What follows belongs to an exercise in optimizing a design on an open flow for small area, a short achievable clock period and few clock cycles per item; a production flow would make more cautious choices. Where RTL was checked, it was by simulation tests only, not by an equivalence proof against the original. No activity file was given, so power comes from the tool's default toggle rates.

onyx:
Design mac_pipe, start of the top module:
module mac_pipe (
  input  logic               clk,
  input  logic               rst,
  input  logic               in_valid,
  output logic               in_ready,
  input  logic               in_first,
  input  logic               in_last,
  input  logic [71:0]        kernel_in,
  input  logic [71:0]        map_in,
  input  logic signed [31:0] bias,
  input  logic [4:0]         shift,
  output logic               out_valid,
  input  logic               out_ready,
  output logic signed [7:0]  mac_out
);
Size in the first run: roughly 2800 cells after synthesis, roughly 200 I/O pins.
==> flow/config.mk <==
export PLATFORM = sky130hd
export DESIGN_NAME = mac_pipe
export DESIGN_NICKNAME = mac_pipe
export VERILOG_FILES = /design/flow/design.v
export SDC_FILE = /design/flow/constraint.sdc
export NUM_CORES = 4
export LEC_CHECK = 0
export ABC_AREA = 1
export CAP_MARGIN = 20
export CORE_MARGIN = 2
export CORE_UTILIZATION = 60
export CTS_CLUSTER_DIAMETER = 80
export CTS_CLUSTER_SIZE = 30
export SETUP_SLACK_MARGIN = 4.0
export SLEW_MARGIN = 20
==> flow/constraint.sdc <==
create_clock -name core_clock -period 7.5 [get_ports {clk}]
set_input_delay 1.5000 -clock core_clock [delete_from_list [all_inputs] [get_ports {clk}]]
set_output_delay 1.5000 -clock core_clock [all_outputs]
set_load 0.01 [all_outputs]
standard.sh (not shown) runs the stock make flow with config.mk's settings and CLKGATE_MAP_FILE= SYNTH_SCRIPT=/design/flow/synth_recipe.tcl, a recipe that flattens the netlist after the stock synthesis.
==> flow/flow/run.sh <==
#!/bin/bash
# Layout flow: the standard flow with two changes.
#  1. After the standard synthesis, flow/polarity.py re-chooses which full
#     adders work on complemented signals and swaps simple gates for their
#     De Morgan / complemented-output twins, so fewer inverters remain
#     (registers are left as synthesis made them). Yosys then proves the new
#     netlist equivalent to the standard one (registers paired by name); if
#     that proof fails, the standard netlist is laid out instead.
#  2. Ports are buffered with sky130_fd_sc_hd__buf_1 instead of the default
#     pick; timing repair still resizes them as needed.
# Each tool's output goes to a log file of its own in this folder.
set -euo pipefail
R=orfs/results/${FLOW_PLATFORM:-sky130hd}/mac_pipe/base
LIB=$(ls "$FLOW_HOME"/platforms/${FLOW_PLATFORM:-sky130hd}/lib/sky130_fd_sc_hd__tt_025C_1v80.lib)
bash standard.sh "$(pwd)/$R/1_2_yosys.v" > synth.log 2>&1
cp "$R/1_2_yosys.v" 1_2_yosys.standard.v
python3 flow/polarity.py 1_2_yosys.standard.v 1_2_yosys.polarity.v > polarity.log 2>&1
python3 flow/hide_names.py 1_2_yosys.polarity.v polarity_hidden.v > hide.log 2>&1
sed "s#@LIB@#$LIB#" flow/equiv.ys > equiv.ys
YOSYS=$(command -v yosys || echo "$FLOW_HOME/../tools/install/yosys/bin/yosys")
if "$YOSYS" -q -l equiv.log equiv.ys > equiv.out 2>&1; then
  cp 1_2_yosys.polarity.v "$R/1_2_yosys.v"
  echo "polarity netlist proven equivalent; using it" >> polarity.log
else
  echo "equivalence not proven; keeping the standard netlist" >> polarity.log
fi
BUFFER_PORTS_ARGS="-buffer_cell sky130_fd_sc_hd__buf_1" bash standard.sh finish > layout.log 2>&1
Other scripts of this flow, unchanged in this note and not shown: flow/flow/equiv.ys, flow/flow/hide_names.py, flow/flow/polarity.py
onyx: flow completed, timing, DRC and antenna clean
Testbench counts of onyx, summed over its fixed seeds: cycles 7,044, items 7,012.
Inputs modified between onyx and quartz:
--- a/flow/design.v
+++ b/flow/design.v
@@ -2198,56 +2198,55 @@
     end else if (!acc[31] && q8 == 8'h7f && rb) begin
       rq = 8'h7f;
     end else begin
       rq = q8 + {7'd0, rb};
     end
   end
-  logic [7:0]      q_mem [4];
-  logic [3:0]      q_wr;
-  logic [3:0]      q_rd;
+  logic [7:0]      q_mem [5];
+  logic [4:0]      q_wr;
+  logic [4:0]      q_rd;
   logic [2:0]      q_cnt;
   logic [2:0]      q_cnt_n;
   logic [2:0]      n_out;
   logic [2:0]      n_out_n;
   logic            ask;
   logic            pop;
-  logic            n_full;
   assign pop     = out_valid && out_ready;
   assign ask     = take && in_last;
   assign q_cnt_n = q_cnt + 3'(a_res) - 3'(pop);
   assign n_out_n = n_out + 3'(ask) - 3'(pop);
   always_ff @(posedge clk) begin
-    for (int i = 0; i < 4; i++) begin
+    for (int i = 0; i < 5; i++) begin
       if (a_res && q_wr[i]) begin
         q_mem[i] <= rq;
       end
     end
   end
   always_ff @(posedge clk or posedge rst) begin
     if (rst) begin
-      q_wr      <= 4'd1;
-      q_rd      <= 4'd1;
+      q_wr      <= 5'd1;
+      q_rd      <= 5'd1;
       q_cnt     <= '0;
       n_out     <= '0;
       out_valid <= 1'b0;
-      n_full    <= 1'b0;
+      in_ready  <= 1'b1;
     end else begin
       if (a_res) begin
-        q_wr <= {q_wr[2:0], q_wr[3]};
+        q_wr <= {q_wr[3:0], q_wr[4]};
       end
       if (pop) begin
-        q_rd <= {q_rd[2:0], q_rd[3]};
+        q_rd <= {q_rd[3:0], q_rd[4]};
       end
       q_cnt     <= q_cnt_n;
       n_out     <= n_out_n;
       out_valid <= a_res || q_cnt > 3'd1 || (q_cnt == 3'd1 && !pop);
-      n_full    <= n_out_n == 3'd4;
+      in_ready  <= n_out < 3'd4 || (n_out == 3'd4 && (!ask || pop))
+                   || (n_out == 3'd5 && pop);
     end
   end
-  assign in_ready = !n_full || pop;
   always_comb begin
     mac_out = '0;
-    for (int i = 0; i < 4; i++) begin
+    for (int i = 0; i < 5; i++) begin
       mac_out = mac_out | (q_rd[i] ? q_mem[i] : 8'd0);
     end
   end
 endmodule
Results
quartz completed; timing, DRC and antenna clean
Per the final summary, onyx finished and its layout is clean on timing, DRC and antenna.
Overall via count from detail_route essentially unchanged between quartz and onyx.
Min synthesized cell count across onyx and quartz: onyx
Starting utilization of the core area: quartz vs onyx down 0.41 points
Diff onyx -> quartz: portion of total power attributed to sequential cells now sits higher; post-synthesis net count rose by 45; global-route usage -0.51 points; share of final-layout standard cells stronger than drive strength 1 has decreased; sequential cell count went up about 3%.
[compare] base=onyx new=quartz: wire length on met3 fell by 9.6%, routed wire length fell by 1.8%, global routing met1 resource utilization rose by 0.66 points, largest vdd supply drop fell by about 18%, count of placed standard cells including taps rose by about 1.3%.
quartz vs onyx — cell area climbed slightly
Only the layout flow was run in quartz; the RTL was not checked for function there.


mac_pipe, a different RTL version from the one above (not shown whole).
Size in the first run: roughly 2800 cells after synthesis, about 27000 um^2 of cells after synthesis.
Settings: LEC_CHECK=0, ABC_AREA=1, CAP_MARGIN=20, CORE_MARGIN=2, CORE_UTILIZATION=60, CTS_CLUSTER_DIAMETER=80, CTS_CLUSTER_SIZE=30, SETUP_SLACK_MARGIN=4.0, SLEW_MARGIN=20; clock period 7.5 ns.
Scripts as last shown in full above: flow/flow/run.sh
Other scripts of this flow, unchanged in this note and not shown: flow/flow/equiv.ys, flow/flow/hide_names.py, flow/flow/polarity.py
The starting point finished clean.
Testbench counts at the start, summed over its fixed seeds: cycles 7,044, items 7,012.
Next try:
--- a/flow/design.v
+++ b/flow/design.v
@@ -2194,55 +2194,56 @@
     end else if (!acc[31] && q8 == 8'h7f && rb) begin
       rq = 8'h7f;
     end else begin
       rq = q8 + {7'd0, rb};
     end
   end
-  logic [7:0]      q_mem [5];
-  logic [4:0]      q_wr;
-  logic [4:0]      q_rd;
+  logic [7:0]      q_mem [4];
+  logic [3:0]      q_wr;
+  logic [3:0]      q_rd;
   logic [2:0]      q_cnt;
   logic [2:0]      q_cnt_n;
   logic [2:0]      n_out;
   logic [2:0]      n_out_n;
   logic            ask;
   logic            pop;
+  logic            n_full;
   assign pop     = out_valid && out_ready;
   assign ask     = take && in_last;
   assign q_cnt_n = q_cnt + 3'(a_res) - 3'(pop);
   assign n_out_n = n_out + 3'(ask) - 3'(pop);
   always_ff @(posedge clk) begin
-    for (int i = 0; i < 5; i++) begin
+    for (int i = 0; i < 4; i++) begin
       if (a_res && q_wr[i]) begin
         q_mem[i] <= rq;
       end
     end
   end
   always_ff @(posedge clk or posedge rst) begin
     if (rst) begin
-      q_wr      <= 5'd1;
-      q_rd      <= 5'd1;
+      q_wr      <= 4'd1;
+      q_rd      <= 4'd1;
       q_cnt     <= '0;
       n_out     <= '0;
       out_valid <= 1'b0;
-      in_ready  <= 1'b1;
+      n_full    <= 1'b0;
     end else begin
       if (a_res) begin
-        q_wr <= {q_wr[3:0], q_wr[4]};
+        q_wr <= {q_wr[2:0], q_wr[3]};
       end
       if (pop) begin
-        q_rd <= {q_rd[3:0], q_rd[4]};
+        q_rd <= {q_rd[2:0], q_rd[3]};
       end
       q_cnt     <= q_cnt_n;
       n_out     <= n_out_n;
       out_valid <= a_res || q_cnt > 3'd1 || (q_cnt == 3'd1 && !pop);
-      in_ready  <= n_out < 3'd4 || (n_out == 3'd4 && (!ask || pop))
-                   || (n_out == 3'd5 && pop);
+      n_full    <= n_out_n == 3'd4;
     end
   end
+  assign in_ready = !n_full || pop;
   always_comb begin
     mac_out = '0;
-    for (int i = 0; i < 5; i++) begin
+    for (int i = 0; i < 4; i++) begin
       mac_out = mac_out | (q_rd[i] ? q_mem[i] : 8'd0);
     end
   end
 endmodule
What happened: Die area came out lower by 1.1%; register-to-register slack gets better by 0.02 ns; power came out higher by 0.94%; design area fell by 1.1%; setup slack gets better by 0.022 ns; fmax goes up by 0.62%; wire length decreases by 1.9%; core utilization is lower by 0.46 points.
Testbench counts after the change, summed over its fixed seeds: cycles 7,044, items 7,012.

-- static timing again, ports no longer ideal --
Ports are ideal in the flow. The routed layouts listed here were re-timed in OpenROAD. Step 1 sets driving cells, clkbuf_16 on the clock port and buf_2 on the other inputs (assumed; they add their load-dependent delay and slew). Step 2 also shifts input and output timing later by t, the mid clock arrival at the registers, as if the neighbouring blocks saw the same clock. a / b / c = ideal ports / drivers / drivers and shift; a / b = the first two.
run	shift t [ns]	setup WS [ns]	worst hold slack (ns)	worst slew at a driven data input, ns	pins driven straight from the clock port
onyx	0.597	3.947 / 3.947 / 3.432	0.335 / 0.335 / 0.335	0.05	1
quartz	0.605	4.004 / 4.004 / 3.513	0.334 / 0.334 / 0.334	0.06	1
the first run of note 2	0.607	3.995 / 3.995 / 3.490	0.327 / 0.327 / 0.327	0.07	1
the second run of note 2	0.589	4.017 / 4.017 / 3.487	0.333 / 0.333 / 0.333	0.06	1
After both steps setup and hold are still met in every run listed. For the second run of note 2, which loses most, drivers alone change the setup slack by 0.000 ns; drivers and shift together by -0.530 ns.
